Context: an optimization exercise on an open-source flow, tuned for a short achievable clock period. The choices shown serve that exercise and are no tape-out recipe.
At most, simulation tests tie the RTL to the original design; equivalence was not proved.
No functional check of the RTL was part of runs 1 and 2.
No run shown here takes its clock network from TritonCTS; it comes from the design's own scripts or RTL.
No driver is modelled on the clock port, so clock power and skew are understated where the tree is cut down; a real chip needs a root buffer or a tree.
Power figures rest on the tool's default switching activity, not on a simulated workload.

==> flow/design.v <==
`timescale 1ns/1ns
`default_nettype none
package tofpet_pkg;
	typedef enum logic [1:0] {
		OP_READ   = 2'd0,	 
		OP_STATUS = 2'd1	 
	} opcode_e;		 
	typedef struct packed {
		opcode_e    opcode;	 
		logic [2:0] channel;	 
		logic [3:0] count;	 
	} cmd_t;
	typedef struct packed {
		logic [32-1:0] data;	 
	} hit_t;
	typedef enum logic [1:0] {
		KIND_DATA   = 2'd0,	 
		KIND_STATUS = 2'd1,	 
		KIND_ERROR  = 2'd2	 
	} kind_e;
	typedef struct packed {
		logic                      last;	 
		kind_e                     kind;	 
		logic [2:0]                channel;	 
		logic [32-1:0] data;	 
	} result_t;
	typedef struct packed {
		logic [6-1:0] empty;	 
		logic [6-1:0] full;	 
		logic [6-1:0] overflow;	 
	} chan_flags_t;
endpackage
`default_nettype wire
`timescale 1ns/1ns
`default_nettype none
module tofpet_readout (
	input  logic                         clkin_parallel,
	input  logic                         cpu_resetn,
	input  logic [6-1:0]  hit_valid,
	input  logic [6*32-1:0] hit_data,	 
	input  logic                         cmd_valid,
	input  logic [8:0]                   cmd,		 
	output logic                         cmd_credit,
	output logic                         res_valid,
	output logic [32+5:0]    res,		 
	input  logic                         res_credit
);
	localparam int CH = 6;
	localparam int W  = 32;
	localparam int HD = 8;
	localparam int CD = 4;
	localparam int RD = 4;
	localparam int RW = W + 6;
	localparam int CW = 3 + CH + HD + 2;	 
	logic              acc;			 
	logic              acc_n;		 
	logic              rv_n;		 
	logic [CH-1:0]     pop_q;		 
	logic [RW-1:0]     res_q;		 
	logic [CH-1:0]     rd_oh_nx;
	logic [CH-1:0]     pop_nx;		 
	logic              busy;		 
	logic              st_single;	 
	logic [CH-1:0]     rd_oh;		 
	logic [HD-1:0]     rem;			 
	logic [2:0]        chan_q;		 
	logic [1:0]        kind_q;		 
	logic              status_q;	 
	logic              err_q;		 
	logic              rpush;		 
	logic              rpop;		 
	logic [RD-1:0]     rth;			 
	logic [RD-1:0]     rth_nx;
	logic [RW-1:0]     word;		 
	logic [CH-1:0]         h_empty;
	logic [CH-1:0]         h_full;
	logic [CH-1:0]         ovf;
	logic [CH-1:0][HD-1:0] h_th;
	logic [CH-1:0][W-1:0]  h_head;	 
	logic [CH-1:0]         h_pop;
	logic                  clr_ovf;
	logic [CH*HD*W-1:0]    hmem;	 
	assign clr_ovf = rpush & status_q;
	for (genvar i = 0; i < CH; i++)
	begin : g_ch
		logic [HD-1:0]        th;	 
		logic [HD-1:0]        th_nx;
		logic [W-1:0]         din;
		logic                 push;
		logic                 pop;
		logic [HD-1:0]        ld;		 
		logic [HD-1:0]        sh;		 
		logic [HD-1:0]        ld_nx;
		logic [HD-1:0]        sh_nx;
		assign din  = hit_data[i*W +: W];
		assign push = hit_valid[i] & ~th[HD-1];
		assign pop  = h_pop[i];
		always_comb
		begin
			if (push && !pop)
				th_nx = {th[HD-2:0], 1'b1};
			else if (pop && !push)
				th_nx = {1'b0, th[HD-1:1]};
			else
				th_nx = th;
			for (int k = 0; k < HD; k++)
			begin
				logic at_nx;
				logic top_nx;
				at_nx  = ((k == 0) ? 1'b1 : th_nx[(k == 0) ? 0 : k-1]) & ~th_nx[k];
				top_nx = th_nx[k] & ((k == HD-1) ? 1'b1 : ~th_nx[(k == HD-1) ? k : k+1]);
				ld_nx[k] = pop_nx[i] ? top_nx : at_nx;
				sh_nx[k] = pop_nx[i] & ~top_nx & (k != HD-1);
			end
		end
		for (genvar k = 0; k < HD; k++)
		begin : g_e
			if (k == HD-1) begin : g_last
				always_ff @(posedge clkin_parallel)
					if (ld[k])
						hmem[(i*HD+k)*W +: W] <= din;
			end else begin : g_body
				always_ff @(posedge clkin_parallel)
					if (ld[k])
						hmem[(i*HD+k)*W +: W] <= din;	 
					else if (sh[k])
						hmem[(i*HD+k)*W +: W] <= hmem[(i*HD+k+1)*W +: W];
			end
		end
		always_ff @(posedge clkin_parallel)
		begin
			if (!cpu_resetn)
			begin
				th     <= '0;
				ld     <= HD'(1);
				sh     <= '0;
				ovf[i] <= 1'b0;
			end
			else
			begin
				th     <= th_nx;
				ld     <= ld_nx;
				sh     <= sh_nx;
				ovf[i] <= (ovf[i] & ~clr_ovf) | (hit_valid[i] & th[HD-1]);
			end
		end
		assign h_th[i]    = th;
		logic [W-1:0] head_nx;
		logic [W-1:0] hg;
		always_comb
			if (ld[0])
				head_nx = din;
			else if (sh[0])
				head_nx = hmem[(i*HD+1)*W +: W];
			else
				head_nx = hmem[i*HD*W +: W];
		always_ff @(posedge clkin_parallel)
			hg <= head_nx & {W{rd_oh_nx[i]}};
		assign h_head[i]  = hg;
		assign h_empty[i] = ~th[0];
		assign h_full[i]  = th[HD-1];
	end
	assign h_pop = pop_q;
	logic [1:0]    c_op;
	logic [2:0]    c_ch;
	logic [3:0]    c_cnt;
	logic          c_read_ok;
	logic [CW-1:0] cin;
	logic [CD*CW-1:0] ce;
	logic [CD-1:0] cth;
	logic          cpush;
	assign {c_op, c_ch, c_cnt} = cmd;
	assign c_read_ok = (c_op == 2'd0) && (c_ch < 3'(CH));
	always_comb
	begin
		cin = '0;
		cin[2:0] = c_ch;
		for (int i = 0; i < CH; i++)
			cin[3+i] = c_read_ok && (c_ch == 3'(i));
		for (int k = 0; k < HD; k++)
			cin[3+CH+k] = (c_cnt > 4'(k));
		cin[3+CH+HD]   = (c_op == 2'd1);					 
		cin[3+CH+HD+1] = c_op[1] || ((c_op == 2'd0) && !c_read_ok);	 
	end
	assign cpush = cmd_valid & ~cth[CD-1];
	for (genvar k = 0; k < CD; k++)
	begin : g_c
		logic at;
		logic top;
		if (k == 0) begin : g_lo
			assign at = ~cth[0];
		end else begin : g_mid
			assign at = cth[k-1] & ~cth[k];
		end
		if (k == CD-1) begin : g_last
			assign top = cth[k];
			always_ff @(posedge clkin_parallel)
				if (acc ? top : at)
					ce[k*CW +: CW] <= cin;
		end else begin : g_body
			assign top = cth[k] & ~cth[k+1];
			always_ff @(posedge clkin_parallel)
				if (acc ? top : at)
					ce[k*CW +: CW] <= cin;
				else if (acc)
					ce[k*CW +: CW] <= ce[(k+1)*CW +: CW];
		end
	end
	logic [2:0]    h_ch;
	logic [CH-1:0] h_oh;
	logic [HD-1:0] h_cth;
	logic          h_status;
	logic          h_err;
	assign {h_err, h_status, h_cth, h_oh, h_ch} = ce[CW-1:0];
	logic [HD-1:0] sel_th;		 
	logic [CH-1:0] go_oh;		 
	logic          done;		 
	logic          busy_nx;
	logic          cne_nx;		 
	always_comb
	begin
		sel_th = '0;
		for (int i = 0; i < CH; i++)
			sel_th = sel_th | (h_th[i] & {HD{h_oh[i]}});
		for (int i = 0; i < CH; i++)
			go_oh[i] = h_oh[i] & h_cth[0] & h_th[i][0];
	end
	assign rpush   = busy & ~rth[RD-1];
	assign done    = rpush & (st_single | ~rem[1]);
	assign busy_nx = acc | (busy & ~done);
	assign cne_nx  = cpush | cth[1] | (cth[0] & ~acc);
	logic          st_single_nx;
	logic          acc_nx;
	always_comb
	begin
		st_single_nx = st_single;
		rd_oh_nx     = rd_oh;
		if (acc)
		begin
			st_single_nx = ~|go_oh;
			rd_oh_nx     = go_oh;
		end
		else if (done)
		begin
			st_single_nx = 1'b0;
			rd_oh_nx     = '0;
		end
	end
	assign acc_nx = ~busy_nx & cne_nx;
	assign pop_nx = rd_oh_nx & {CH{~rth_nx[RD-1]}};	 
	assign acc    = ~acc_n;
	always_ff @(posedge clkin_parallel)
	begin
		if (!cpu_resetn)
		begin
			acc_n      <= 1'b1;
			cmd_credit <= 1'b0;
			busy       <= 1'b0;
			st_single  <= 1'b0;
			rd_oh      <= '0;
			pop_q      <= '0;
			cth        <= '0;
		end
		else
		begin
			acc_n      <= ~acc_nx;
			cmd_credit <= acc_nx;
			busy       <= busy_nx;
			st_single  <= st_single_nx;
			rd_oh      <= rd_oh_nx;
			pop_q      <= pop_nx;
			if (cpush && !acc)
				cth <= {cth[CD-2:0], 1'b1};
			else if (acc && !cpush)
				cth <= {1'b0, cth[CD-1:1]};
		end
	end
	always_ff @(posedge clkin_parallel)
	begin
		if (acc)
		begin
			rem      <= h_cth & sel_th;		 
			chan_q   <= h_ch;
			kind_q   <= {h_err, h_status};
			status_q <= h_status;
			err_q    <= h_err;
		end
		else if (rpush)
			rem <= {1'b0, rem[HD-1:1]};
	end
	logic [W-1:0] wdata;
	always_comb
	begin
		wdata = '0;
		for (int i = 0; i < CH; i++)
			wdata = wdata | h_head[i];
		wdata = wdata | (32'hbad0c0de & {W{err_q}});
		wdata[3*CH-1:0] = wdata[3*CH-1:0] | ({h_empty, h_full, ovf} & {(3*CH){status_q}});
	end
	assign word = {st_single | ~rem[1], kind_q, chan_q, wdata};
	logic [RD*RW-1:0]      re;
	logic [2:0]            credits;
	logic [2:0]            cr_dec;	 
	logic                  rv_nx;
	assign rpop = ~rv_n;
	for (genvar k = 0; k < RD; k++)
	begin : g_r
		logic at;
		logic top;
		if (k == 0) begin : g_lo
			assign at = ~rth[0];
		end else begin : g_mid
			assign at = rth[k-1] & ~rth[k];
		end
		if (k == RD-1) begin : g_last
			assign top = rth[k];
			always_ff @(posedge clkin_parallel)
				if (rpop ? top : at)
					re[k*RW +: RW] <= word;
		end else begin : g_body
			assign top = rth[k] & ~rth[k+1];
			always_ff @(posedge clkin_parallel)
				if (rpop ? top : at)
					re[k*RW +: RW] <= word;
				else if (rpop)
					re[k*RW +: RW] <= re[(k+1)*RW +: RW];
		end
	end
	always_comb
	begin
		if (rpush && !rpop)
			rth_nx = {rth[RD-2:0], 1'b1};
		else if (rpop && !rpush)
			rth_nx = {1'b0, rth[RD-1:1]};
		else
			rth_nx = rth;
	end
	assign cr_dec = credits - {2'b0, rpop};
	assign rv_nx  = rth_nx[0] & (res_credit ? (cr_dec != 3'd7) : (cr_dec != 3'd0));
	always_ff @(posedge clkin_parallel)
		if (rpop)
			res_q <= rth[1] ? re[RW +: RW] : word;
		else
			res_q <= rth[0] ? re[RW-1:0] : word;
	always_ff @(posedge clkin_parallel)
	begin
		if (!cpu_resetn)
		begin
			rth       <= '0;
			credits   <= 3'(RD);
			res_valid <= 1'b0;
			rv_n      <= 1'b1;
		end
		else
		begin
			rth       <= rth_nx;
			credits   <= cr_dec + {2'b0, res_credit};
			res_valid <= rv_nx;
			rv_n      <= ~rv_nx;
		end
	end
	assign res = res_q;
endmodule
`default_nettype wire
==> flow/flow/run.sh <==
#!/bin/bash
set -euo pipefail
export PRE_CTS_TCL="$(pwd)/flow/pre_cts.tcl"
bash standard.sh > flow.log 2>&1
==> flow/flow/pre_cts.tcl <==
# Hook run by ORFS's cts.tcl before clock_tree_synthesis: build a shallow, balanced
# clock tree (port -> 4 root buffers -> leaf buffers -> flip-flops) and turn the
# TritonCTS call that follows into a no-op. Everything after it in cts.tcl
# (legalisation, setup and hold repair) runs as usual.
source [file join [file dirname [info script]] tree.tcl]
build_clock_tree 10 8 2 2 sky130_fd_sc_hd__clkbuf_16 sky130_fd_sc_hd__clkbuf_16
global_connect
rename clock_tree_synthesis tritoncts_unused
proc clock_tree_synthesis {args} {
  puts "clock tree built by pre_cts.tcl; TritonCTS skipped"
}
==> flow/flow/tree.tcl <==
# Two-level clock tree: the clock port drives a few root buffers, each root drives
# the leaf buffers of one region, each leaf drives one cluster of flip-flops.
proc bt_ctr {it} {
  set b [[$it getInst] getBBox]
  return [list [expr {([$b xMin]+[$b xMax])/2}] [expr {([$b yMin]+[$b yMax])/2}]]
}
proc bt_place {inst x y} {
  set m [$inst getMaster]
  $inst setLocation [expr {int($x - [$m getWidth]/2)}] [expr {int($y - [$m getHeight]/2)}]
  $inst setPlacementStatus PLACED
}
proc build_clock_tree {cols rows rcols rrows leafcell rootcell} {
  set db [ord::get_db]
  set block [ord::get_db_block]
  set clk [$block findNet clkin_parallel]
  set leafm [$db findMaster $leafcell]
  set rootm [$db findMaster $rootcell]
  set sinks {}
  foreach it [$clk getITerms] {
    lassign [bt_ctr $it] x y
    lappend sinks [list $it $x $y]
  }
  set n [llength $sinks]
  puts "clock tree: $n sinks, $cols x $rows leaves, $rcols x $rrows roots"
  set sx [lsort -integer -index 1 $sinks]
  set leaves {}
  for {set c 0} {$c < $cols} {incr c} {
    set col [lrange $sx [expr {$c*$n/$cols}] [expr {($c+1)*$n/$cols - 1}]]
    set col [lsort -integer -index 2 $col]
    set m [llength $col]
    for {set r 0} {$r < $rows} {incr r} {
      set grp [lrange $col [expr {$r*$m/$rows}] [expr {($r+1)*$m/$rows - 1}]]
      set sx2 0; set sy2 0
      foreach s $grp { set sx2 [expr {$sx2 + [lindex $s 1]}]; set sy2 [expr {$sy2 + [lindex $s 2]}] }
      set k [llength $grp]
      set name "ctl_${c}_${r}"
      set inst [odb::dbInst_create $block $leafm $name]
      set net [odb::dbNet_create $block "${name}_net"]
      $net setSigType CLOCK
      foreach s $grp {
        set it [lindex $s 0]
        $it disconnect
        $it connect $net
      }
      [$inst findITerm X] connect $net
      bt_place $inst [expr {$sx2/$k}] [expr {$sy2/$k}]
      lappend leaves [list $inst [expr {$c*$rcols/$cols}] [expr {$r*$rrows/$rows}] [expr {$sx2/$k}] [expr {$sy2/$k}]]
    }
  }
  for {set a 0} {$a < $rcols} {incr a} {
    for {set b 0} {$b < $rrows} {incr b} {
      set name "ctr_${a}_${b}"
      set inst [odb::dbInst_create $block $rootm $name]
      set net [odb::dbNet_create $block "${name}_net"]
      $net setSigType CLOCK
      set sx2 0; set sy2 0; set k 0
      foreach l $leaves {
        if {[lindex $l 1] == $a && [lindex $l 2] == $b} {
          [[lindex $l 0] findITerm A] connect $net
          set sx2 [expr {$sx2 + [lindex $l 3]}]; set sy2 [expr {$sy2 + [lindex $l 4]}]; incr k
        }
      }
      [$inst findITerm X] connect $net
      [$inst findITerm A] connect $clk
      bt_place $inst [expr {$sx2/$k}] [expr {$sy2/$k}]
    }
  }
  $clk setSigType CLOCK
}
==> flow/standard.sh <==
#!/bin/bash
# synth_recipe.tcl (not shown) runs the flow's synth.tcl, then flattens the netlist and writes it again
# the make line also repeats each setting of config.mk as NAME=value (left out here)
make -C /OpenROAD-flow-scripts/flow DESIGN_CONFIG=/design/flow/config.mk WORK_HOME=/design/flow/orfs CLKGATE_MAP_FILE= SYNTH_SCRIPT=/design/flow/synth_recipe.tcl "${@:-finish}"
==> flow/config.mk <==
export PLATFORM = sky130hd
export DESIGN_NAME = tofpet_readout
export DESIGN_NICKNAME = tofpet_readout
export VERILOG_FILES = /design/flow/design.v
export SDC_FILE = /design/flow/constraint.sdc
export NUM_CORES = 4
export LEC_CHECK = 0
export CAP_MARGIN = 20
export CORE_MARGIN = 2
export CORE_UTILIZATION = 40
export SETUP_SLACK_MARGIN = 2.5
export SLEW_MARGIN = 20
export TNS_END_PERCENT = 100
==> flow/constraint.sdc <==
create_clock -name core_clock -period 4.0 [get_ports {clkin_parallel}]
set_input_delay 0.8000 -clock core_clock [delete_from_list [all_inputs] [get_ports {clkin_parallel}]]
set_output_delay 0.8000 -clock core_clock [all_outputs]
set_load 0.01 [all_outputs]
==> flow_summary.json, run 1 <==
{
  "setup_ws_ps": 1920,
  "critPathCaptureType": "flip-flop",
  "clk_latency_ps": 600,
  "grt_max_degree": 59,
  "drive_gt1_share_pct": 46.9,
  "power_frac_seq_pct": 62.1,
  "die_h_um": 471,
  "fmaxAchievable_mhz": 481,
  "p_per_area_mw_per_mm2": 400,
  "yosys_warnings": 1,
  "clock-skew-final_ps": 34.1,
  "reg2reg_depth": 9,
  "async_flop_share_pct": 0,
  "dpl.hpwl_um": 139000,
  "via_per_inst": 5.48,
  "drc": 0,
  "drt_iter0_markers": 5189,
  "synth_area_leader_cell": "edfxtp_1",
  "clkPwrFrac_pct": 24.2,
  "swShare_pct": 24.3,
  "pwr-share-comb_pct": 13.7,
  "ios": 251,
  "fin_crit_ps": 2080,
  "fin_tns_setup_ps": 0,
  "grt_pass1_wl_um": 339000,
  "num_rows": 171,
  "grtUsageMet2_pct": 31.0,
  "ir_worst_vdd_mv": 0.496,
  "start_kind": "flip-flop",
  "ys_ff_latch": 2179,
  "slew_headroom_pct": 54.3,
  "postSynthAreaPerCell_um2": 14.8,
  "place_ws_ps": 1040,
  "yosys.area_share.simple_pct": 5.27,
  "criticalPathCategory": "reg2reg",
  "synth-compound-area-share_pct": 5.71,
  "synth_edf_count": 1584,
  "synth_commonest_cells": "edfxtp_1, mux2_2, dfxtp_1",
  "leakage_nw": 35.9,
  "rrSetupSlack_ps": 1920,
  "cap_violations": 0,
  "hold_class": "in2reg",
  "critPathMaxFanout": 8,
  "worst_slew_pin_slew_ps": 686,
  "antenna_found_initial": 34,
  "dr.pass1.iters": 6,
  "ys_seq_area_share_pct": 68.2,
  "hp-start": "res_credit",
  "synth_top_family_by_area": "multiplexers",
  "layout.nets": 6700,
  "track_usage_pct": 20.0,
  "rsz0062_at_grt": "yes",
  "grt_pass1_vias": 49300,
  "ant_nets": 0,
  "syn_inst": 5878,
  "slew_viol_final": 0,
  "portBuffers": 250,
  "grtUsageMet3_pct": 2.85,
  "clk_pin_slew_ps": 110,
  "start_util_pct": 40.2,
  "p_switching_mw": 10.3,
  "vias": 51200,
  "hold_viol": 0,
  "synthesis.area_mm2": 0.0872,
  "core-area_mm2": 0.217,
  "yosys-mux-area-fraction_pct": 18.5,
  "synth_xor_area_share_pct": 0.171,
  "outcome": "finished clean",
  "yosysUniqueCellTypes": 71,
  "die_width_um": 471,
  "grt_busiest_layer": "met2",
  "place.gp.congestion": 0.861,
  "syn-num-nets": 6096,
  "area_growth_pct": 21.4,
  "hold_path_depth": 2,
  "gr-total-overflow": 0,
  "required_ps": 4530,
  "min_to": "res_valid",
  "rr_endpoint": "g_ch[3].sh[5]",
  "yosysMostFrequentCell": "edfxtp_1",
  "reg2reg_from": "rth[3]",
  "met1_usage_pct": 28.6,
  "fillerInstances": 18200,
  "yosys.area.top_type_share_pct": 54.6,
  "synth_ff_type": "edfxtp_1",
  "synthAdderAreaFrac_pct": 0.100,
  "routed_wl_um": 240000,
  "netlist_top_cells_area": "edfxtp_1, mux2_2, dfxtp_1, mux2i_1, nand2_1",
  "finalSetupViolations": 0,
  "cp_data_arrival_time_ps": 2610,
  "die_area_mm2": 0.222,
  "wl_per_cell_um": 25.7,
  "p_int_mw": 32.0,
  "finalCritPeriodShare_pct": 52.0
}
[sequential cells by signal, summed over array words and instances (netlist names), 3 cells and up]
name     count
ce          76
chan_q       3
credits      3
cth          4
g_ch.hg    192
g_ch.ld     48
g_ch.sh     42
g_ch.th     48
hmem      1536
ovf          6
pop_q        6
rd_oh        6
re         152
rem          7
res_q       38
rth          4
[logic make-up (layout without fill, tap and decap cells)]
family          after synthesis  count (layout)
compound gates              779             785
xor+xnor                     17              17
fa+ha+maj                     7               7
buf+inv                     435             988
flops                      2179            2179
mux                        1460            1463
other cells                   0               3
simple gates               1001            1041
[power by group through the flow]
stage	clock [mW]	combinational (mW)	sequential, mW
4_1_cts	7.57	4.95	26.8
3_3_place_gp	0	3.89	26.7
3_5_place_dp	0	3.95	26.8
5_1_grt	11.1	6.11	26.4
2_1_floorplan	0	2.57	26.4
6_report	10.2	5.78	26.3
[cell usage in the layout, fill, tap and decap left out, drive strengths merged, types with 12 or more instances in the layout]
cell type  count
mux2i        269
o221ai        12
or2          140
edfxtp      1584
xnor2         13
nor2         243
o22ai         22
nand2        435
nor3          41
a22oi         66
a21boi        31
a221o         16
o21ai        218
dfxtp        595
clkbuf       107
inv           69
buf          803
and3          13
nand2b        30
mux2        1194
nor2b         32
and2          40
o21a          97
a21oi        268
nor4          26
[layer usage]
metal | wire (um) | up-vias | share of wire (%)
li1 | - | 22900 | -
met1 | 107000 | 26300 | 44
met2 | 107000 | 1557 | 45
met3 | 15100 | 373 | 6.3
met4 | 11200 | 36 | 4.7
met5 | 209 | - | 0.087
[layout make-up]
type	instances	area, um^2	share of cell area [%]
sequential	2179	59800	56.5
multi-input combinational	3313	30500	28.8
timing repair buffer	828	9450	8.93
tap	2854	3570	3.37
buffer	84	2100	1.99
inverter	74	380	0.359
timing repair inverter	2	25.0	0.0236
antenna	3	7.51	0.00709
[critical path: stages, from the launching register on]
cell and delay [ps]:
dfxtp_2 350, nand2b_4 170, inv_8 80, ha_4 130, and3b_2 240, a21oi_4 280, nand2_8 180, or2_4 330
clkinv_4 100, and2_4 140
[worst max-delay path by stage]
stage / startpoint / slack [ps] / to
floorplan: hit_valid[5] / 1860 / g_ch[5].ld[3]
CTS: hit_valid[5] / 1930 / g_ch[5].ld[3]
detailed placement: hit_valid[5] / 1040 / g_ch[5].ld[5]
finish: rth[3] / 1920 / g_ch[3].sh[5]
global placement: hit_valid[5] / 1070 / g_ch[5].ld[4]
global route: rth[3] / 1900 / g_ch[3].sh[5]
[stage by stage]
stage          power (mW)  instance area [um^2]  cells  hold slack [ps]  utilization [%]
3_3_place_gp         30.6                 93400   8717              417             43.1
2_1_floorplan        29.0                 88300   5878              400                -
3_5_place_dp         30.7                 93400   8717              408             43.1
5_1_grt              43.6                106000   9336              428             48.8
4_1_cts              39.3                102000   9138              408             46.9
6_report             42.3                106000   9337              430             48.8
[what timing repair did]
item / CTS / global route
cloned: 69 / 39
pin swaps: 259 / 162
buffers inserted: 268 / 157
hold buffers: 0 / 0
gates resized for setup: 2209 / 595
endpoints found under the setup margin: 3489 / 1339
==> run 2: changes to the inputs <==
--- a/flow/design.v
+++ b/flow/design.v
@@ -80,80 +80,73 @@
 	logic [CH-1:0]         h_pop;
 	logic                  clr_ovf;
 	logic [CH*HD*W-1:0]    hmem;	 
+	logic [CH-1:0]         empty_nx;	 
+	logic [CH-1:0]         full_nx;
+	logic [CH-1:0]         ovf_nx;
 	assign clr_ovf = rpush & status_q;
 	for (genvar i = 0; i < CH; i++)
 	begin : g_ch
 		logic [HD-1:0]        th;	 
 		logic [HD-1:0]        th_nx;
+		logic [HD-1:0]        wr;	 
+		logic [HD-1:0]        rd;	 
+		logic [HD-1:0]        rd_nx;
+		logic [HD-1:0]        rsel;	 
 		logic [W-1:0]         din;
 		logic                 push;
 		logic                 pop;
-		logic [HD-1:0]        ld;		 
-		logic [HD-1:0]        sh;		 
-		logic [HD-1:0]        ld_nx;
-		logic [HD-1:0]        sh_nx;
 		assign din  = hit_data[i*W +: W];
 		assign push = hit_valid[i] & ~th[HD-1];
 		assign pop  = h_pop[i];
-		always_comb
-		begin
-			if (push && !pop)
-				th_nx = {th[HD-2:0], 1'b1};
-			else if (pop && !push)
-				th_nx = {1'b0, th[HD-1:1]};
-			else
-				th_nx = th;
-			for (int k = 0; k < HD; k++)
-			begin
-				logic at_nx;
-				logic top_nx;
-				at_nx  = ((k == 0) ? 1'b1 : th_nx[(k == 0) ? 0 : k-1]) & ~th_nx[k];
-				top_nx = th_nx[k] & ((k == HD-1) ? 1'b1 : ~th_nx[(k == HD-1) ? k : k+1]);
-				ld_nx[k] = pop_nx[i] ? top_nx : at_nx;
-				sh_nx[k] = pop_nx[i] & ~top_nx & (k != HD-1);
-			end
-		end
 		for (genvar k = 0; k < HD; k++)
 		begin : g_e
-			if (k == HD-1) begin : g_last
-				always_ff @(posedge clkin_parallel)
-					if (ld[k])
-						hmem[(i*HD+k)*W +: W] <= din;
-			end else begin : g_body
-				always_ff @(posedge clkin_parallel)
-					if (ld[k])
-						hmem[(i*HD+k)*W +: W] <= din;	 
-					else if (sh[k])
-						hmem[(i*HD+k)*W +: W] <= hmem[(i*HD+k+1)*W +: W];
-			end
+			always_ff @(posedge clkin_parallel)
+				if (wr[k] && !th[HD-1])
+					hmem[(i*HD+k)*W +: W] <= din;
 		end
 		always_ff @(posedge clkin_parallel)
 		begin
 			if (!cpu_resetn)
 			begin
 				th     <= '0;
-				ld     <= HD'(1);
-				sh     <= '0;
+				wr     <= HD'(1);
+				rd     <= HD'(1);
 				ovf[i] <= 1'b0;
 			end
 			else
 			begin
 				th     <= th_nx;
-				ld     <= ld_nx;
-				sh     <= sh_nx;
-				ovf[i] <= (ovf[i] & ~clr_ovf) | (hit_valid[i] & th[HD-1]);
+				if (push)
+					wr <= {wr[HD-2:0], wr[HD-1]};
+				rd     <= rd_nx;
+				ovf[i] <= ovf_nx[i];
 			end
 		end
-		assign h_th[i]    = th;
-		logic [W-1:0] head_nx;
-		logic [W-1:0] hg;
 		always_comb
-			if (ld[0])
-				head_nx = din;
-			else if (sh[0])
-				head_nx = hmem[(i*HD+1)*W +: W];
+			if (push && !pop)
+				th_nx = {th[HD-2:0], 1'b1};
+			else if (pop && !push)
+				th_nx = {1'b0, th[HD-1:1]};
 			else
-				head_nx = hmem[i*HD*W +: W];
+				th_nx = th;
+		assign empty_nx[i] = ~th_nx[0];
+		assign full_nx[i]  = th_nx[HD-1];
+		assign ovf_nx[i]   = (ovf[i] & ~clr_ovf) | (hit_valid[i] & th[HD-1]);
+		assign h_th[i]    = th;
+		logic [W-1:0]  head_nx;
+		logic [W-1:0]  hg;
+		assign rd_nx = pop ? {rd[HD-2:0], rd[HD-1]} : rd;
+		always_ff @(posedge clkin_parallel)
+			if (!cpu_resetn)
+				rsel <= HD'(1);
+			else
+				rsel <= pop_nx[i] ? {rd_nx[HD-2:0], rd_nx[HD-1]} : rd_nx;
+		always_comb
+		begin
+			head_nx = '0;
+			for (int k = 0; k < HD; k++)
+				head_nx = head_nx | (hmem[(i*HD+k)*W +: W] & {W{rsel[k]}});
+		end
 		always_ff @(posedge clkin_parallel)
 			hg <= head_nx & {W{rd_oh_nx[i]}};
 		assign h_head[i]  = hg;
@@ -289,13 +282,20 @@
 			rem <= {1'b0, rem[HD-1:1]};
 	end
 	logic [W-1:0] wdata;
+	logic [W-1:0] ws;		 
+	logic         status_nx;
+	logic         err_nx;
+	assign status_nx = acc ? h_status : status_q;
+	assign err_nx    = acc ? h_err : err_q;
+	always_ff @(posedge clkin_parallel)
+		ws <= (32'hbad0c0de & {W{err_nx}})
+			| {{(W-3*CH){1'b0}}, {empty_nx, full_nx, ovf_nx} & {(3*CH){status_nx}}};
 	always_comb
 	begin
 		wdata = '0;
 		for (int i = 0; i < CH; i++)
 			wdata = wdata | h_head[i];
-		wdata = wdata | (32'hbad0c0de & {W{err_q}});
-		wdata[3*CH-1:0] = wdata[3*CH-1:0] | ({h_empty, h_full, ovf} & {(3*CH){status_q}});
+		wdata = wdata | ws;
 	end
 	assign word = {st_single | ~rem[1], kind_q, chan_q, wdata};
 	logic [RD*RW-1:0]      re;
@@ -303,26 +303,21 @@
 	logic [2:0]            cr_dec;	 
 	logic                  rv_nx;
 	assign rpop = ~rv_n;
+	logic [RD-1:0] rld;		 
+	logic [RD-1:0] rsh;		 
+	logic [RD-1:0] rld_nx;
+	logic [RD-1:0] rsh_nx;
 	for (genvar k = 0; k < RD; k++)
 	begin : g_r
-		logic at;
-		logic top;
-		if (k == 0) begin : g_lo
-			assign at = ~rth[0];
-		end else begin : g_mid
-			assign at = rth[k-1] & ~rth[k];
-		end
 		if (k == RD-1) begin : g_last
-			assign top = rth[k];
 			always_ff @(posedge clkin_parallel)
-				if (rpop ? top : at)
+				if (rld[k])
 					re[k*RW +: RW] <= word;
 		end else begin : g_body
-			assign top = rth[k] & ~rth[k+1];
 			always_ff @(posedge clkin_parallel)
-				if (rpop ? top : at)
+				if (rld[k])
 					re[k*RW +: RW] <= word;
-				else if (rpop)
+				else if (rsh[k])
 					re[k*RW +: RW] <= re[(k+1)*RW +: RW];
 		end
 	end
@@ -337,16 +332,36 @@
 	end
 	assign cr_dec = credits - {2'b0, rpop};
 	assign rv_nx  = rth_nx[0] & (res_credit ? (cr_dec != 3'd7) : (cr_dec != 3'd0));
+	always_comb
+	begin
+		for (int k = 0; k < RD; k++)
+		begin
+			logic at_nx;
+			logic top_nx;
+			at_nx  = ((k == 0) ? 1'b1 : rth_nx[(k == 0) ? 0 : k-1]) & ~rth_nx[k];
+			top_nx = rth_nx[k] & ((k == RD-1) ? 1'b1 : ~rth_nx[(k == RD-1) ? k : k+1]);
+			rld_nx[k] = rv_nx ? top_nx : at_nx;
+			rsh_nx[k] = rv_nx & ~top_nx & (k != RD-1);
+		end
+	end
+	logic rq_wn;
+	logic rq_sn;
 	always_ff @(posedge clkin_parallel)
-		if (rpop)
-			res_q <= rth[1] ? re[RW +: RW] : word;
+		if (!rq_wn)
+			res_q <= word;
+		else if (!rq_sn)
+			res_q <= re[RW +: RW];
 		else
-			res_q <= rth[0] ? re[RW-1:0] : word;
+			res_q <= re[RW-1:0];
 	always_ff @(posedge clkin_parallel)
 	begin
 		if (!cpu_resetn)
 		begin
 			rth       <= '0;
+			rld       <= RD'(1);
+			rsh       <= '0;
+			rq_wn     <= 1'b0;
+			rq_sn     <= 1'b1;
 			credits   <= 3'(RD);
 			res_valid <= 1'b0;
 			rv_n      <= 1'b1;
@@ -354,6 +369,10 @@
 		else
 		begin
 			rth       <= rth_nx;
+			rld       <= rld_nx;
+			rsh       <= rsh_nx;
+			rq_wn     <= ~rld_nx[0];
+			rq_sn     <= ~rsh_nx[0];
 			credits   <= cr_dec + {2'b0, res_credit};
 			res_valid <= rv_nx;
 			rv_n      <= ~rv_nx;
==> flow/flow/run.sh (replaced) <==
#!/bin/bash
set -euo pipefail
export PRE_CTS_TCL="$(pwd)/flow/pre_cts.tcl"
export BUFFER_PORTS_ARGS="-buffer_cell sky130_fd_sc_hd__buf_8"
bash standard.sh > flow.log 2>&1
==> flow/flow/pre_cts.tcl (replaced) <==
# Hook run by ORFS's cts.tcl before clock_tree_synthesis: build a shallow, balanced
# clock tree (port -> 4 root buffers -> leaf buffers -> flip-flops) and turn the
# TritonCTS call that follows into a no-op. Everything after it in cts.tcl
# (legalisation, setup and hold repair) runs as usual.
source [file join [file dirname [info script]] tree.tcl]
pull_output_flops
build_clock_tree 10 10 2 2 sky130_fd_sc_hd__clkbuf_16 sky130_fd_sc_hd__buf_16
global_connect
rename clock_tree_synthesis tritoncts_unused
proc clock_tree_synthesis {args} {
  puts "clock tree built by pre_cts.tcl; TritonCTS skipped"
  set_propagated_clock [all_clocks]
}
--- a/flow/flow/tree.tcl
+++ b/flow/flow/tree.tcl
@@ -42,28 +42,65 @@
         $it disconnect
         $it connect $net
       }
-      [$inst findITerm X] connect $net
+      [$inst findITerm [bt_out $inst]] connect $net
       bt_place $inst [expr {$sx2/$k}] [expr {$sy2/$k}]
       lappend leaves [list $inst [expr {$c*$rcols/$cols}] [expr {$r*$rrows/$rows}] [expr {$sx2/$k}] [expr {$sy2/$k}]]
     }
   }
+  # Roots: split the leaves into rcols column bands, then each band into rrows
+  # groups of equal size by y
+  set leaves [lsort -integer -index 3 $leaves]
+  set nl [llength $leaves]
   for {set a 0} {$a < $rcols} {incr a} {
+    set band [lrange $leaves [expr {$a*$nl/$rcols}] [expr {($a+1)*$nl/$rcols - 1}]]
+    set band [lsort -integer -index 4 $band]
+    set nb [llength $band]
     for {set b 0} {$b < $rrows} {incr b} {
+      set grp [lrange $band [expr {$b*$nb/$rrows}] [expr {($b+1)*$nb/$rrows - 1}]]
       set name "ctr_${a}_${b}"
       set inst [odb::dbInst_create $block $rootm $name]
       set net [odb::dbNet_create $block "${name}_net"]
       $net setSigType CLOCK
       set sx2 0; set sy2 0; set k 0
-      foreach l $leaves {
-        if {[lindex $l 1] == $a && [lindex $l 2] == $b} {
-          [[lindex $l 0] findITerm A] connect $net
-          set sx2 [expr {$sx2 + [lindex $l 3]}]; set sy2 [expr {$sy2 + [lindex $l 4]}]; incr k
-        }
+      foreach l $grp {
+        [[lindex $l 0] findITerm A] connect $net
+        set sx2 [expr {$sx2 + [lindex $l 3]}]; set sy2 [expr {$sy2 + [lindex $l 4]}]; incr k
       }
-      [$inst findITerm X] connect $net
+      [$inst findITerm [bt_out $inst]] connect $net
       [$inst findITerm A] connect $clk
       bt_place $inst [expr {$sx2/$k}] [expr {$sy2/$k}]
     }
   }
   $clk setSigType CLOCK
 }
+proc bt_out {inst} {
+  foreach mt [[$inst getMaster] getMTerms] {
+    if {[$mt getIoType] eq "OUTPUT"} { return [$mt getName] }
+  }
+}
+proc bt_driver {net} {
+  foreach it [$net getITerms] {
+    if {[[$it getMTerm] getIoType] eq "OUTPUT"} { return [$it getInst] }
+  }
+  return ""
+}
+# Move each flip-flop that feeds an output port's buffer next to that buffer.
+proc pull_output_flops {} {
+  set block [ord::get_db_block]
+  set n 0
+  foreach bt [$block getBTerms] {
+    if {[$bt getIoType] ne "OUTPUT"} { continue }
+    set net [$bt getNet]
+    if {$net eq "NULL"} { continue }
+    set buf [bt_driver $net]
+    if {$buf eq ""} { continue }
+    set a [$buf findITerm A]
+    if {$a eq "NULL"} { continue }
+    set ff [bt_driver [$a getNet]]
+    if {$ff eq "" || ![string match "*df*" [[$ff getMaster] getName]]} { continue }
+    set b [$buf getBBox]
+    bt_place $ff [expr {([$b xMin]+[$b xMax])/2}] [expr {([$b yMin]+[$b yMax])/2}]
+    incr n
+  }
+  puts "pulled $n output flip-flops next to their port buffers"
+}
==> run 2 against run 1 <==
Compared with the run above: final cell count shrank 12%; die area is 7.8% lower; worst hold slack worse by 40 ps; sequential cell count up 83; final area shrank 5.3%; combinational power fell by about 10%; sequential power grew 3%; maximum frequency is 6.9% higher; via count shrank 6.6%; area after synthesis is 7.9% lower; clock power up 12%; highest routed layer unchanged.
==> flow_summary.json, run 2 <==
{
  "start_util_pct": 40.2,
  "wl_per_cell_um": 28.6,
  "final_common_cell": "edfxtp_1",
  "final_area_mm2": 0.100,
  "multiInputGateArea_mm2": 0.0212,
  "clkPwrFrac_pct": 25.9,
  "p_switching_mw": 10.2,
  "largest_reg_flops": 1536,
  "antenna_found_initial": 8,
  "finalPower_mw": 43.8,
  "synth_area_leader_cell": "edfxtp_1",
  "cap_violations": 0,
  "vias": 47800,
  "hold_viol": 0,
  "drc": 0,
  "via_per_inst": 5.80,
  "area_growth_pct": 24.8,
  "synthesis.area_mm2": 0.0803,
  "fmaxAchievable_mhz": 514,
  "power_frac_seq_pct": 62.2,
  "fillerInstances": 16200,
  "gr-total-overflow": 0,
  "p_per_area_mw_per_mm2": 437,
  "reg2reg_from": "busy",
  "drive_gt1_share_pct": 30.0,
  "die_width_um": 452,
  "netlist_top_cells_area": "edfxtp_1, dfxtp_1, a22oi_1, a221oi_1, a22o_1",
  "top_register": "hmem",
  "dp.cells": 7743,
  "p_int_mw": 33.6,
  "core-area_mm2": 0.200,
  "num_rows": 164,
  "routed_wl_um": 235000,
  "dr.pass1.iters": 5,
  "ir_worst_vdd_mv": 0.479,
  "rr_endpoint": "rld[2]",
  "clk_pin_slew_ps": 100,
  "ys_ff_latch": 2262,
  "synth_edf_count": 1776,
  "critPathCaptureType": "flip-flop",
  "placed_cell_area_mm2": 0.0885,
  "whs_ps": 390,
  "ant_nets": 0,
  "yosysUniqueCellTypes": 59,
  "reg_top3": "hmem x1536, g_ch.hg x192, re x152",
  "track_usage_pct": 22.0,
  "outcome": "finished clean",
  "slew_viol_final": 0,
  "finalSetupViolations": 0,
  "rrSetupSlack_ps": 2060,
  "clk_latency_ps": 610,
  "postSynthAreaPerCell_um2": 16.0,
  "fin_crit_ps": 1940,
  "register_area_mm2": 0.0634,
  "required_ps": 4510,
  "drt_iter0_markers": 5071,
  "syn-num-nets": 5235,
  "fin_tns_setup_ps": 0,
  "syn_inst": 5007,
  "yosys.area.top_type_share_pct": 66.4,
  "yosys_warnings": 1,
  "hold_class": "in2reg",
  "dpl.hpwl_um": 137000,
  "async_flop_share_pct": 0,
  "grt_max_degree": 94,
  "rsz0062_at_grt": "yes",
  "grt_pass1_vias": 45500,
  "die_area_mm2": 0.204,
  "portBuffers": 250,
  "yosysMostFrequentCell": "edfxtp_1",
  "cp_data_arrival_time_ps": 2460,
  "grt_pass1_wl_um": 332000,
  "hold_path_depth": 1,
  "final_cell_mix": "edfxtp_1, a22oi_1, dfxtp_1, buf_8, buf_4",
  "layout.nets": 5810,
  "critPathMaxFanout": 5,
  "reg2reg_depth": 5,
  "leakage_nw": 32.8,
  "die_h_um": 452,
  "worst_slew_pin_slew_ps": 771,
  "pwr-share-comb_pct": 11.8,
  "min_to": "hmem[755]",
  "ios": 251,
  "clock-skew-final_ps": 35.3,
  "hp-start": "hit_data[83]",
  "final_core_util_pct": 50.2,
  "start_kind": "flip-flop",
  "slew_headroom_pct": 48.6,
  "instances_no_fill": 8238,
  "synth_commonest_cells": "edfxtp_1, dfxtp_1, a22oi_1",
  "place_ws_ps": 1520,
  "setup_ws_ps": 2060,
  "synth_ff_type": "edfxtp_1",
  "place.gp.congestion": 0.826,
  "criticalPathCategory": "reg2reg",
  "finalCritPeriodShare_pct": 48.6,
  "swShare_pct": 23.2,
  "ys_seq_area_share_pct": 78.5
}
==> run 2: cell types whose count changed after synthesis, moves of 56 or more <==
cell,delta
o211ai_1,+63
o21ai_0,-189
dfxtp_1,-109
a221oi_1,+188
o21a_1,-56
or2_2,-95
nand2_1,-212
mux2_2,-1142
a22oi_1,+348
edfxtp_1,+192
a22o_1,+190
mux2i_1,-179
nor2b_1,+63
a31oi_1,+189
==> run 2: worst max-delay path: stages (launching register included) <==
cell and delay (ps):
dfxtp_4 370, or2b_4 250, o32ai_1 120, nor3_1 500, or3b_4 460, a21oi_2 140
==> run 2: cell type report <==
cell class	instances	area share (%)
repair buffers	738	9.33
inverters	68	0.371
well taps	2656	3.32
multi-input cells	2408	21.1
flip-flops and latches	2262	63.3
plain buffers	104	2.61
diodes	2	0.00499
==> run 2: cells by family (layout without fill, tap and decap cells) <==
group	Yosys count	count (layout)	synth area share, %
AOI/OAI and AO/OA	1449	1450	13.0
xor gates and xnor gates	2	2	0.0218
adders and majority gates	17	17	0.265
buffers and inverters	362	910	1.74
DFF	2262	2262	78.5
muxes	138	141	1.81
other	0	2	0
and+or+nand+nor	777	798	4.69
==> run 2: worst max-delay path by stage <==
stage	startpoint	to	slack, ps	depth (start not counted)
after global placement	acc_n	g_ch[3].hg[21]	1530	5
final	busy	rld[2]	2060	5
after detailed placement	acc_n	g_ch[4].hg[10]	1520	5
after CTS	res_q[6]	res[6]	2110	1
after global routing	busy	rld[2]	1940	5
after floorplan	hit_valid[2]	g_ch[2].th[0]	2150	7
==> run 2: what timing repair did <==
| item | CTS | global route |
|---|---|---|
| gates resized for setup | 785 | 299 |
| buffers inserted | 281 | 59 |
| pin swaps | 159 | 114 |
| gates cloned | 44 | 5 |
| endpoints found under the setup margin | 2229 | 731 |
| hold buffers | 0 | 0 |
==> run 2: routing by layer <==
metal,GRT usage [%],vias up,wire (um)
met4,6.41,4,8300
met5,0,-,27
met2,35.6,1804,112000
li1,-,20900,-
met3,2.39,278,15700
met1,31.4,24800,99300
==> run 2: power groups by stage <==
stage	Sequential [mW]	Combinational, mW	Clock [mW]
2_1_floorplan	27.5	1.81	0
3_3_place_gp	27.9	3.46	0
3_5_place_dp	27.9	3.53	0
4_1_cts	27.2	4.86	11.5
5_1_grt	27.3	5.44	12.3
6_report	27.2	5.18	11.4
==> run 3: changes to the inputs <==
--- a/flow/design.v
+++ b/flow/design.v
@@ -299,8 +299,8 @@
 	end
 	assign word = {st_single | ~rem[1], kind_q, chan_q, wdata};
 	logic [RD*RW-1:0]      re;
-	logic [2:0]            credits;
-	logic [2:0]            cr_dec;	 
+	logic [6:0]            ct;		 
+	logic [6:0]            ct_nx;
 	logic                  rv_nx;
 	assign rpop = ~rv_n;
 	logic [RD-1:0] rld;		 
@@ -330,8 +330,14 @@
 		else
 			rth_nx = rth;
 	end
-	assign cr_dec = credits - {2'b0, rpop};
-	assign rv_nx  = rth_nx[0] & (res_credit ? (cr_dec != 3'd7) : (cr_dec != 3'd0));
+	always_comb
+		if (rpop && !res_credit)
+			ct_nx = {1'b0, ct[6:1]};
+		else if (res_credit && !rpop)
+			ct_nx = ct[6] ? 7'd0 : {ct[5:0], 1'b1};
+		else
+			ct_nx = ct;
+	assign rv_nx = rth_nx[0] & (res_credit ? (rpop | ~ct[6]) : (rpop ? ct[1] : ct[0]));
 	always_comb
 	begin
 		for (int k = 0; k < RD; k++)
@@ -362,7 +368,7 @@
 			rsh       <= '0;
 			rq_wn     <= 1'b0;
 			rq_sn     <= 1'b1;
-			credits   <= 3'(RD);
+			ct        <= 7'b0001111;
 			res_valid <= 1'b0;
 			rv_n      <= 1'b1;
 		end
@@ -373,7 +379,7 @@
 			rsh       <= rsh_nx;
 			rq_wn     <= ~rld_nx[0];
 			rq_sn     <= ~rsh_nx[0];
-			credits   <= cr_dec + {2'b0, res_credit};
+			ct        <= ct_nx;
 			res_valid <= rv_nx;
 			rv_n      <= ~rv_nx;
 		end
==> run 3 against run 2 <==
Compared with the run above: critical path depth is 2 higher; still clean; die area is 0.54% higher; critical path type unchanged; final cell count is 0.36% higher; worst hold slack better by 5.2 ps; clock power hardly changed; via count is 0.96% higher; final area is 0.94% higher; maximum frequency is 4.2% higher; critical endpoint is now g_ch[3].hg[13]; core utilization is 0.32 points higher; register-to-register slack better by 80 ps; clock skew is 8.4 ps lower; combinational power is 5.8% lower.
==> flow_summary.json, run 3 <==
{
  "outcome": "finished clean",
  "leakage_nw": 33.1,
  "start_kind": "flip-flop",
  "ios": 251,
  "synth_ff_type": "edfxtp_1",
  "slew_headroom_pct": 33.4,
  "p_per_area_mw_per_mm2": 427,
  "syn_inst": 5034,
  "hold_class": "in2reg",
  "top_register": "hmem",
  "reg2reg_from": "ce[9]",
  "finalCritPeriodShare_pct": 46.6,
  "drc": 0,
  "grtUsageMet3_pct": 2.23,
  "cp_data_arrival_time_ps": 2350,
  "final_cell_mix": "edfxtp_1, a22oi_1, dfxtp_1, buf_8, buf_4",
  "gr-total-overflow": 0,
  "track_usage_pct": 22.0,
  "layout.nets": 5837,
  "criticalPathCategory": "reg2reg",
  "dpl.hpwl_um": 135000,
  "die_width_um": 453,
  "finalSetupViolations": 0,
  "portBuffers": 250,
  "dr.pass1.iters": 6,
  "yosys.area.top_type_share_pct": 66.0,
  "yosysMostFrequentCell": "edfxtp_1",
  "async_flop_share_pct": 0,
  "via_per_inst": 5.83,
  "grt_pass1_vias": 45500,
  "critPathMaxFanout": 6,
  "cap_violations": 0,
  "start_util_pct": 40.3,
  "place_ws_ps": 1560,
  "ir_worst_vdd_mv": 0.530,
  "die_area_mm2": 0.206,
  "antenna_found_initial": 12,
  "reg_top3": "hmem x1536, g_ch.hg x192, re x152",
  "drt_iter0_markers": 5598,
  "synth_commonest_cells": "edfxtp_1, dfxtp_1, a22oi_1",
  "grt_busiest_layer": "met2",
  "worst_slew_pin_slew_ps": 999,
  "rsz0062_at_grt": "yes",
  "netlist_top_cells_area": "edfxtp_1, dfxtp_1, a22oi_1, a221oi_1, a22o_1",
  "postSynthAreaPerCell_um2": 16.0,
  "synth_area_leader_cell": "edfxtp_1",
  "vias": 48200,
  "wl_per_cell_um": 28.8,
  "drive_gt1_share_pct": 31.3,
  "fin_tns_setup_ps": 0,
  "hp-start": "hit_data[129]",
  "critPathCaptureType": "flip-flop",
  "clock-skew-final_ps": 26.9,
  "grt_max_degree": 72,
  "place.gp.congestion": 0.813,
  "required_ps": 4490,
  "ys_seq_area_share_pct": 78.2,
  "met1_usage_pct": 31.6,
  "hold_viol": 0,
  "grt_pass1_wl_um": 333000,
  "clk_pin_slew_ps": 90,
  "synthesis.area_mm2": 0.0808,
  "area_growth_pct": 25.3,
  "cts_hold_buf": 0,
  "instances_no_fill": 8268,
  "ant_nets": 0,
  "synth_edf_count": 1776,
  "largest_reg_flops": 1536,
  "num_rows": 164,
  "final_common_cell": "edfxtp_1",
  "syn-num-nets": 5260,
  "routed_wl_um": 238000,
  "core-area_mm2": 0.200,
  "clk_latency_ps": 600,
  "yosys_warnings": 1,
  "fin_crit_ps": 1860,
  "fmaxAchievable_mhz": 536,
  "dp.cells": 7748,
  "ys_ff_latch": 2266,
  "fillerInstances": 16100,
  "critPathLaunch": "ce[9]",
  "grtUsageMet2_pct": 35.5,
  "yosysUniqueCellTypes": 59,
  "die_h_um": 453,
  "setup_ws_ps": 2140,
  "slew_viol_final": 0
}
-- run 3: changes by cell type in the layout (fill, tap and decap cells not counted), moves of 13 or more --
| cell | change |
|---|---|
| a31oi_4 | +19 |
| a221oi_1 | +19 |
| a221oi_2 | -18 |
| a21oi_2 | +31 |
| a31oi_1 | -22 |
| a21oi_1 | -31 |
| dfxtp_1 | +13 |
-- run 3: power by group --
| part | total [mW] | internal (mW) | switching, mW |
|---|---|---|---|
| clock network | 11.3 | 4.61 | 6.73 |
| registers | 26.9 | 26.4 | 0.532 |
| logic | 4.88 | 2.27 | 2.61 |
| total | 43.2 | 33.3 | 9.88 |
-- run 3: layout make-up --
type / count / area (um^2) / area share (%)
Tap cell: 2656 / 3320 / 3.28
Inverter: 64 / 367 / 0.362
Multi-Input combinational cell: 2431 / 21800 / 21.6
Buffer: 104 / 2610 / 2.58
Timing Repair Buffer: 744 / 9570 / 9.46
Antenna cell: 3 / 7.51 / 0.00742
Sequential cell: 2266 / 63500 / 62.7
-- run 3: path summary, 6_finish.rpt --
kind                          to  slack (ps)  cells after the start
hold reg to reg        chan_q[0]         430                      0
hold / removal        hmem[1025]         390                      1
setup / recovery  g_ch[3].hg[13]        2140                      7
setup reg to reg  g_ch[3].hg[13]        2140                      7
-- run 3: what timing repair did --
action	CTS	global route
gates cloned	53	5
buffers inserted	268	87
endpoints found under the setup margin	2304	964
pin swaps	183	144
resized for setup	794	395
-- run 3: cell families (layout without fill, tap and decap cells) --
kind of cell             after synthesis  after routing  share of synthesized area, %
flip-flops                          2266           2266                          78.2
other                                  0              3                             0
multiplexers                         138            141                          1.84
adder cells (fa/ha/maj)               15             15                         0.232
AO/OA/AOI/OAI                       1459           1461                          13.0
XOR/XNOR                               2              2                        0.0217
buffers and inverters                363            912                          1.78
AND/OR/NAND/NOR                      791            812                          4.91
-- run 3: per-layer routing --
metal	vias up	share of wire, %
li1	21000	-
met1	24900	42
met2	1946	47
met3	331	6.9
met4	8	4.0
met5	-	0.024
-- run 3: worst max-delay path: stages, from the launching register on --
cell	delay [ps]
edfxtp_1	420
nor2b_4	280
and3_4	310
nor2_4	60
buf_12	150
buf_6	120
buf_12	140
a31oi_4	260
-- run 3: metrics by stage --
stage / total power, mW / instance area (um^2) / util, % / hold WS, ps
after floorplan: 28.8 / 82200 / - / 400
after global placement: 30.7 / 88600 / 44.2 / 409
after detailed placement: 30.7 / 88600 / 44.2 / 413
after CTS: 42.9 / 98100 / 49.0 / 361
after global routing: 44.4 / 101000 / 50.5 / 372
final: 43.2 / 101000 / 50.5 / 395
==> run 4: changes to the inputs <==
--- a/flow/design.v
+++ b/flow/design.v
@@ -53,6 +53,7 @@
 	localparam int RW = W + 6;
 	localparam int CW = 3 + CH + HD + 2;	 
 	logic              acc;			 
+	logic              acc_nx;
 	logic              acc_n;		 
 	logic              rv_n;		 
 	logic [CH-1:0]     pop_q;		 
@@ -176,29 +177,43 @@
 		cin[3+CH+HD+1] = c_op[1] || ((c_op == 2'd0) && !c_read_ok);	 
 	end
 	assign cpush = cmd_valid & ~cth[CD-1];
+	logic [CD-1:0] cld;		 
+	logic [CD-1:0] csh;		 
+	logic [CD-1:0] cth_nx;
+	logic [CD-1:0] cld_nx;
+	logic [CD-1:0] csh_nx;
 	for (genvar k = 0; k < CD; k++)
 	begin : g_c
-		logic at;
-		logic top;
-		if (k == 0) begin : g_lo
-			assign at = ~cth[0];
-		end else begin : g_mid
-			assign at = cth[k-1] & ~cth[k];
-		end
 		if (k == CD-1) begin : g_last
-			assign top = cth[k];
 			always_ff @(posedge clkin_parallel)
-				if (acc ? top : at)
+				if (cld[k])
 					ce[k*CW +: CW] <= cin;
 		end else begin : g_body
-			assign top = cth[k] & ~cth[k+1];
 			always_ff @(posedge clkin_parallel)
-				if (acc ? top : at)
+				if (cld[k])
 					ce[k*CW +: CW] <= cin;
-				else if (acc)
+				else if (csh[k])
 					ce[k*CW +: CW] <= ce[(k+1)*CW +: CW];
 		end
 	end
+	always_comb
+	begin
+		if (cpush && !acc)
+			cth_nx = {cth[CD-2:0], 1'b1};
+		else if (acc && !cpush)
+			cth_nx = {1'b0, cth[CD-1:1]};
+		else
+			cth_nx = cth;
+		for (int k = 0; k < CD; k++)
+		begin
+			logic at_nx;
+			logic top_nx;
+			at_nx  = ((k == 0) ? 1'b1 : cth_nx[(k == 0) ? 0 : k-1]) & ~cth_nx[k];
+			top_nx = cth_nx[k] & ((k == CD-1) ? 1'b1 : ~cth_nx[(k == CD-1) ? k : k+1]);
+			cld_nx[k] = acc_nx ? top_nx : at_nx;
+			csh_nx[k] = acc_nx & ~top_nx & (k != CD-1);
+		end
+	end
 	logic [2:0]    h_ch;
 	logic [CH-1:0] h_oh;
 	logic [HD-1:0] h_cth;
@@ -218,54 +233,57 @@
 		for (int i = 0; i < CH; i++)
 			go_oh[i] = h_oh[i] & h_cth[0] & h_th[i][0];
 	end
-	assign rpush   = busy & ~rth[RD-1];
 	assign done    = rpush & (st_single | ~rem[1]);
 	assign busy_nx = acc | (busy & ~done);
 	assign cne_nx  = cpush | cth[1] | (cth[0] & ~acc);
 	logic          st_single_nx;
-	logic          acc_nx;
 	always_comb
 	begin
 		st_single_nx = st_single;
-		rd_oh_nx     = rd_oh;
 		if (acc)
-		begin
 			st_single_nx = ~|go_oh;
-			rd_oh_nx     = go_oh;
-		end
 		else if (done)
-		begin
 			st_single_nx = 1'b0;
-			rd_oh_nx     = '0;
-		end
 	end
+	logic rd_done;
+	logic rd_keep;
+	assign rd_done = ~rth[RD-1] & ~rem[1];
+	assign rd_keep = ~rpop & rth[RD-2];
+	always_comb
+		for (int i = 0; i < CH; i++)
+		begin
+			rd_oh_nx[i] = acc ? go_oh[i] : (rd_oh[i] & ~rd_done);
+			pop_nx[i]   = acc ? (go_oh[i] & (rpop | ~rth[RD-1])) : (rd_oh[i] & ~rd_done & ~rd_keep);
+		end
 	assign acc_nx = ~busy_nx & cne_nx;
-	assign pop_nx = rd_oh_nx & {CH{~rth_nx[RD-1]}};	 
 	assign acc    = ~acc_n;
 	always_ff @(posedge clkin_parallel)
 	begin
 		if (!cpu_resetn)
 		begin
 			acc_n      <= 1'b1;
+			rpush      <= 1'b0;
 			cmd_credit <= 1'b0;
 			busy       <= 1'b0;
 			st_single  <= 1'b0;
 			rd_oh      <= '0;
 			pop_q      <= '0;
 			cth        <= '0;
+			cld        <= CD'(1);
+			csh        <= '0;
 		end
 		else
 		begin
 			acc_n      <= ~acc_nx;
+			rpush      <= busy_nx & ~rth_nx[RD-1];
 			cmd_credit <= acc_nx;
 			busy       <= busy_nx;
 			st_single  <= st_single_nx;
 			rd_oh      <= rd_oh_nx;
 			pop_q      <= pop_nx;
-			if (cpush && !acc)
-				cth <= {cth[CD-2:0], 1'b1};
-			else if (acc && !cpush)
-				cth <= {1'b0, cth[CD-1:1]};
+			cth        <= cth_nx;
+			cld        <= cld_nx;
+			csh        <= csh_nx;
 		end
 	end
 	always_ff @(posedge clkin_parallel)
==> run 4 against run 3 <==
Compared with the run above: critical path depth down 6; total power up 7.4%; sequential cell count is 8 higher; area after synthesis is 0.70% higher; critical path type is now reg2out; via count grew 1.7%.
==> flow_summary.json, run 4 <==
{
  "outcome": "finished clean",
  "slew_viol_final": 0,
  "place.gp.congestion": 0.835,
  "reg_top3": "hmem x1536, g_ch.hg x192, re x152",
  "slowest_stage": "dfxtp_2",
  "leakage_nw": 33.6,
  "antenna_found_initial": 15,
  "top_register": "hmem",
  "synth_ff_type": "edfxtp_1",
  "hold_viol": 0,
  "yosys_warnings": 1,
  "gr-total-overflow": 0,
  "track_usage_pct": 22.1,
  "finalCritPeriodShare_pct": 46.3,
  "cts_hold_buf": 0,
  "final_core_util_pct": 50.4,
  "power_frac_seq_pct": 60.5,
  "grt_pass1_vias": 46000,
  "final_common_cell": "edfxtp_1",
  "yosysMostFrequentCell": "edfxtp_1",
  "p_switching_mw": 11.5,
  "required_ps": 3200,
  "dr.pass1.iters": 6,
  "wl_per_cell_um": 29.0,
  "area_growth_pct": 25.2,
  "fillerInstances": 16300,
  "die_h_um": 455,
  "largest_reg_flops": 1536,
  "p_int_mw": 34.9,
  "routed_wl_um": 242000,
  "netlist_top_cells_area": "edfxtp_1, dfxtp_1, a22oi_1, a221oi_1, a22o_1",
  "core-area_mm2": 0.202,
  "vias": 49000,
  "drt_iter0_markers": 5133,
  "cp.buffers_inverters": 1,
  "criticalPathCategory": "reg2out",
  "layout.nets": 5915,
  "grt_pass1_wl_um": 336000,
  "ir_worst_vdd_mv": 0.511,
  "num_rows": 165,
  "pwr-share-comb_pct": 15.0,
  "clk_latency_ps": 600,
  "drive_gt1_share_pct": 31.3,
  "start_util_pct": 40.2,
  "synth_edf_count": 1776,
  "synthesis.area_mm2": 0.0813,
  "synth_area_leader_cell": "edfxtp_1",
  "syn_inst": 5138,
  "via_per_inst": 5.86,
  "drc": 0,
  "clock-skew-final_ps": 31.4,
  "die_width_um": 455,
  "p_per_area_mw_per_mm2": 456,
  "async_flop_share_pct": 0,
  "ys_ff_latch": 2274,
  "start_kind": "flip-flop",
  "critPathCaptureType": "primary output",
  "cap_violations": 0,
  "rsz0062_at_grt": "yes",
  "fmaxAchievable_mhz": 540,
  "clk_pin_slew_ps": 100,
  "worst_slew_pin_slew_ps": 948,
  "crit_chain": "buf_8",
  "ys_seq_area_share_pct": 77.8,
  "finalSetupViolations": 0,
  "die_area_mm2": 0.207,
  "critPathMaxStageDelay_ps": 340,
  "ios": 251,
  "postSynthAreaPerCell_um2": 15.8,
  "dpl.hpwl_um": 137000,
  "portBuffers": 250,
  "final_cell_mix": "edfxtp_1, a22oi_1, dfxtp_1, buf_8, nor2_1",
  "yosys.area.top_type_share_pct": 65.6,
  "swShare_pct": 24.8,
  "fin_tns_setup_ps": 0,
  "fin_crit_ps": 1850,
  "yosysUniqueCellTypes": 61,
  "synth_commonest_cells": "edfxtp_1, dfxtp_1, a22oi_1",
  "ant_nets": 0,
  "grt_max_degree": 63,
  "cp_data_arrival_time_ps": 1050,
  "hold_class": "in2reg",
  "rrSetupSlack_ps": 2230,
  "critPathMaxFanout": 1,
  "slew_headroom_pct": 36.7,
  "cpLargestDelayFamily": "flip-flops",
  "clkPwrFrac_pct": 24.5,
  "syn-num-nets": 5363
}
[run 4: cell count changes after synthesis, moves of 15 or more]
cell	delta
and3_1	+75
o22ai_1	+36
nor2_1	+34
o21a_1	-33
o211ai_1	-29
and2_1	-27
nor2b_1	-25
mux2i_1	+24
mux2_1	-23
mux2_2	+21
a211oi_1	-15
buf_1	+15
[run 4: cell families after synthesis]
kind of cell / share of synthesized area, %
adders and majority gates: 0.215
AOI/OAI and AO/OA: 12.6
buffers and inverters: 1.85
and+or+nand+nor: 5.50
muxes: 2.01
xor gates and xnor gates: 0.0108
DFF: 77.8
[run 4: final cells by class]
cell class / instances / area (um^2) / share of cell area (%)
Timing Repair Buffer: 736 / 9710 / 9.54
Buffer: 104 / 2610 / 2.57
Antenna cell: 7 / 17.5 / 0.0172
Inverter: 71 / 393 / 0.386
Sequential cell: 2274 / 63600 / 62.5
Multi-Input combinational cell: 2503 / 22100 / 21.7
Tap cell: 2672 / 3340 / 3.28
[run 4: power by group through the flow]
stage | clock (mW) | sequential, mW | combinational, mW
after floorplan | 0 | 28.2 | 2.53
after detailed placement | 0 | 28.8 | 4.58
final | 11.3 | 28.1 | 6.98
after global placement | 0 | 28.7 | 4.49
after global routing | 12.2 | 28.2 | 7.30
after CTS | 11.5 | 28.1 | 6.33
[run 4: metrics by stage]
stage	hold WS (ps)	instance area, um^2	setup WS [ps]	total power, mW	std cells
after global placement	432	89200	1430	33.2	7858
after global routing	371	102000	2110	47.7	8366
after CTS	358	98000	2110	45.9	8268
final	392	102000	2150	46.4	8367
after floorplan	400	82900	2120	30.7	5138
after detailed placement	434	89200	1420	33.3	7858
[run 4: repair_timing]
| action | CTS | global route |
|---|---|---|
| resized for setup | 762 | 456 |
| pin swaps | 179 | 127 |
| hold endpoints to repair | 0 | 0 |
| setup endpoints to repair | 2327 | 879 |
| setup buffers | 271 | 74 |
| gates cloned | 35 | 18 |
[run 4: layer usage]
layer,up-vias,track usage (%),part of all wire (%)
li1,21400,-,-
met1,25200,31.3,41
met2,2102,35.0,47
met3,315,2.90,7.6
met4,4,8.13,4.2
met5,-,0,0.011
[run 4: worst reg2reg max path, stage by stage (launching register included)]
cell and delay, ps:
edfxtp_1 440, buf_6 160, o21a_4 250, buf_6 140, buf_6 110, buf_6 120
a21oi_4 170, buf_6 180, a31oi_2 50
[run 4: final timing paths]
| path | end | depth (start not counted) | start |
|---|---|---|---|
| setup reg to reg | g_ch[4].hg[2] | 8 | rem[1] |
| setup / recovery | res[34] | 1 | res_q[34] |
| hold / removal | hmem[1376] | 1 | hit_data[160] |
| hold reg to reg | chan_q[2] | 0 | ce[2] |
==> run 5: changes to the inputs <==
--- a/flow/flow/pre_cts.tcl
+++ b/flow/flow/pre_cts.tcl
@@ -4,7 +4,7 @@
 # (legalisation, setup and hold repair) runs as usual.
 source [file join [file dirname [info script]] tree.tcl]
 pull_output_flops
-build_clock_tree 10 10 2 2 sky130_fd_sc_hd__clkbuf_16 sky130_fd_sc_hd__buf_16
+build_clock_tree 10 8 2 2 sky130_fd_sc_hd__clkbuf_16 sky130_fd_sc_hd__buf_16
 global_connect
 rename clock_tree_synthesis tritoncts_unused
 proc clock_tree_synthesis {args} {
--- a/flow/config.mk
+++ b/flow/config.mk
@@ -7,7 +7,8 @@
 export LEC_CHECK = 0
 export CAP_MARGIN = 20
 export CORE_MARGIN = 2
-export CORE_UTILIZATION = 40
+export CORE_UTILIZATION = 50
+export PLACE_DENSITY = 0.65
 export SETUP_SLACK_MARGIN = 2.5
 export SLEW_MARGIN = 20
 export TNS_END_PERCENT = 100
==> run 5 against run 4 <==
Compared with the run above: worst hold slack improved by 36 ps; worst setup slack improved by 30 ps; register-to-register slack got worse by 30 ps; clock power fell by 9%; final area fell by 2.0%; total power fell by 2.5%; routed wire length fell by 3.3%; critical path depth did not move; combinational power fell by 2%; core utilization rose by 11 points; critical path type unchanged.
==> flow_summary.json, run 5 <==
{
  "ir_worst_vdd_mv": 0.423,
  "rrSetupSlack_ps": 2200,
  "slew_viol_final": 0,
  "leakage_nw": 33.1,
  "setup_ws_ps": 2180,
  "hold_path_depth": 0,
  "final_cell_mix": "edfxtp_1, a22oi_1, dfxtp_1, nor2_1, buf_8",
  "outcome": "finished clean",
  "crit_chain": "buf_8",
  "gr-total-overflow": 0,
  "synth_xor_area_share_pct": 0.0108,
  "core-area_mm2": 0.162,
  "top_register": "hmem",
  "synthesis.area_mm2": 0.0813,
  "route.met2.wl_um": 109000,
  "wirelength_met1_um": 95900,
  "critPathMaxFanout": 1,
  "wl_per_cell_um": 29.8,
  "start_util_pct": 50.1,
  "synth_edf_count": 1776,
  "rr_endpoint": "g_ch[3].hg[7]",
  "place_ws_ps": 1300,
  "cp_data_arrival_time_ps": 1020,
  "fillerInstances": 11600,
  "finalSetupViolations": 0,
  "ant_nets": 0,
  "cp.buffers_inverters": 1,
  "cap_violations": 0,
  "route.met3.wl_um": 20600,
  "final_common_cell": "edfxtp_1",
  "required_ps": 3200,
  "critPathCaptureType": "primary output",
  "multiInputGateArea_mm2": 0.0213,
  "yosysMostFrequentCell": "edfxtp_1",
  "routed_wl_um": 234000,
  "start_kind": "flip-flop",
  "drive_gt1_share_pct": 29.5,
  "grt_max_degree": 76,
  "dr.pass1.iters": 5,
  "hold_class": "reg2reg",
  "yosys-mux-area-fraction_pct": 2.01,
  "grt_pass1_vias": 45900,
  "fin_tns_setup_ps": 0,
  "fin_crit_ps": 1820,
  "yosys_warnings": 1,
  "synth_ff_type": "edfxtp_1",
  "reg2reg_from": "ce[9]",
  "ys_ff_latch": 2274,
  "critPathMaxStageDelay_ps": 350,
  "ios": 251,
  "highest_layer": "met5",
  "synth-compound-area-share_pct": 12.6,
  "register_area_mm2": 0.0636,
  "die_width_um": 407,
  "ys_seq_area_share_pct": 77.8,
  "largest_reg_flops": 1536,
  "yosys.area_share.simple_pct": 5.50,
  "dpl.hpwl_um": 130000,
  "grt_pass1_wl_um": 326000,
  "syn_inst": 5138,
  "clk_pin_slew_ps": 110,
  "synth_top_family_by_area": "compound AO/OA/AOI/OAI gates",
  "cpLargestDelayFamily": "flip-flops",
  "p_per_area_mw_per_mm2": 453,
  "synth_area_leader_cell": "edfxtp_1",
  "antenna_found_initial": 8,
  "worst_slew_pin_slew_ps": 897,
  "final_core_util_pct": 61.5,
  "fmaxAchievable_mhz": 549,
  "min_to": "chan_q[0]",
  "vias": 49600
}
## run 5: cell counts after synthesis
No cell type changed its count.
## run 5: cell families after synthesis
kind of cell / after synthesis
DFF: 2274
AOI/OAI and AO/OA: 1425
and+or+nand+nor: 885
buffers and inverters: 382
muxes: 157
adders and majority gates: 14
xor gates and xnor gates: 1
## run 5: report_power, final
group	switching [mW]	internal, mW
registers	0.900	27.2
clock network	6.49	3.78
logic	3.78	3.05
## run 5: worst register-to-register path: cells and delay by family, from the launching register on
kind	cells	cell delay (ps)
AO/OA/AOI/OAI	2	220
buffers and inverters	5	760
flip-flops	1	430
AND/OR/NAND/NOR	2	290
## run 5: worst max-delay path by stage
stage                                 to  slack (ps)
after floorplan                   cld[0]        2120
after global placement    g_ch[2].hg[20]        1320
after detailed placement  g_ch[2].hg[20]        1300
after CTS                        res[10]        2150
after global routing             res[31]        2140
final                            res[10]        2180
## run 5: layout make-up
type,count,area share (%)
timing repair buffer,745,9.66
antenna,2,0.00502
tap,2175,2.73
inverter,71,0.387
buffer,84,2.12
sequential,2274,63.8
multi-input combinational,2511,21.3
## run 5: metal layers
| layer | vias to the layer above | track usage (%) |
|---|---|---|
| met4 | 4 | 7.30 |
| li1 | 21400 | - |
| met2 | 2435 | 41.7 |
| met1 | 25400 | 39.0 |
| met5 | - | 0 |
| met3 | 334 | 3.15 |
## run 5: what timing repair did
action / CTS / global route
resized for setup: 687 / 377
gates cloned: 39 / 21
setup buffers: 278 / 74
setup endpoints to repair: 2366 / 784
hold buffers: 0 / 0
pin swaps: 190 / 135
## run 5: per-stage QoR
step                cell area [um^2]  hold WS [ps]  std cells
floorplan                      82900           400       5138
global placement               88600           408       7364
detailed placement             88600           405       7364
CTS                            96200           405       7765
global route                   99800           411       7861
finish                         99800           428       7862

Check on run 5: ideal ports give 2.177 ns setup slack; a clkbuf_16 on the clock port and buf_2 on the inputs give 1.986 ns; moving port delays by the midpoint clock arrival (0.738 ns) as well gives 1.826 ns.
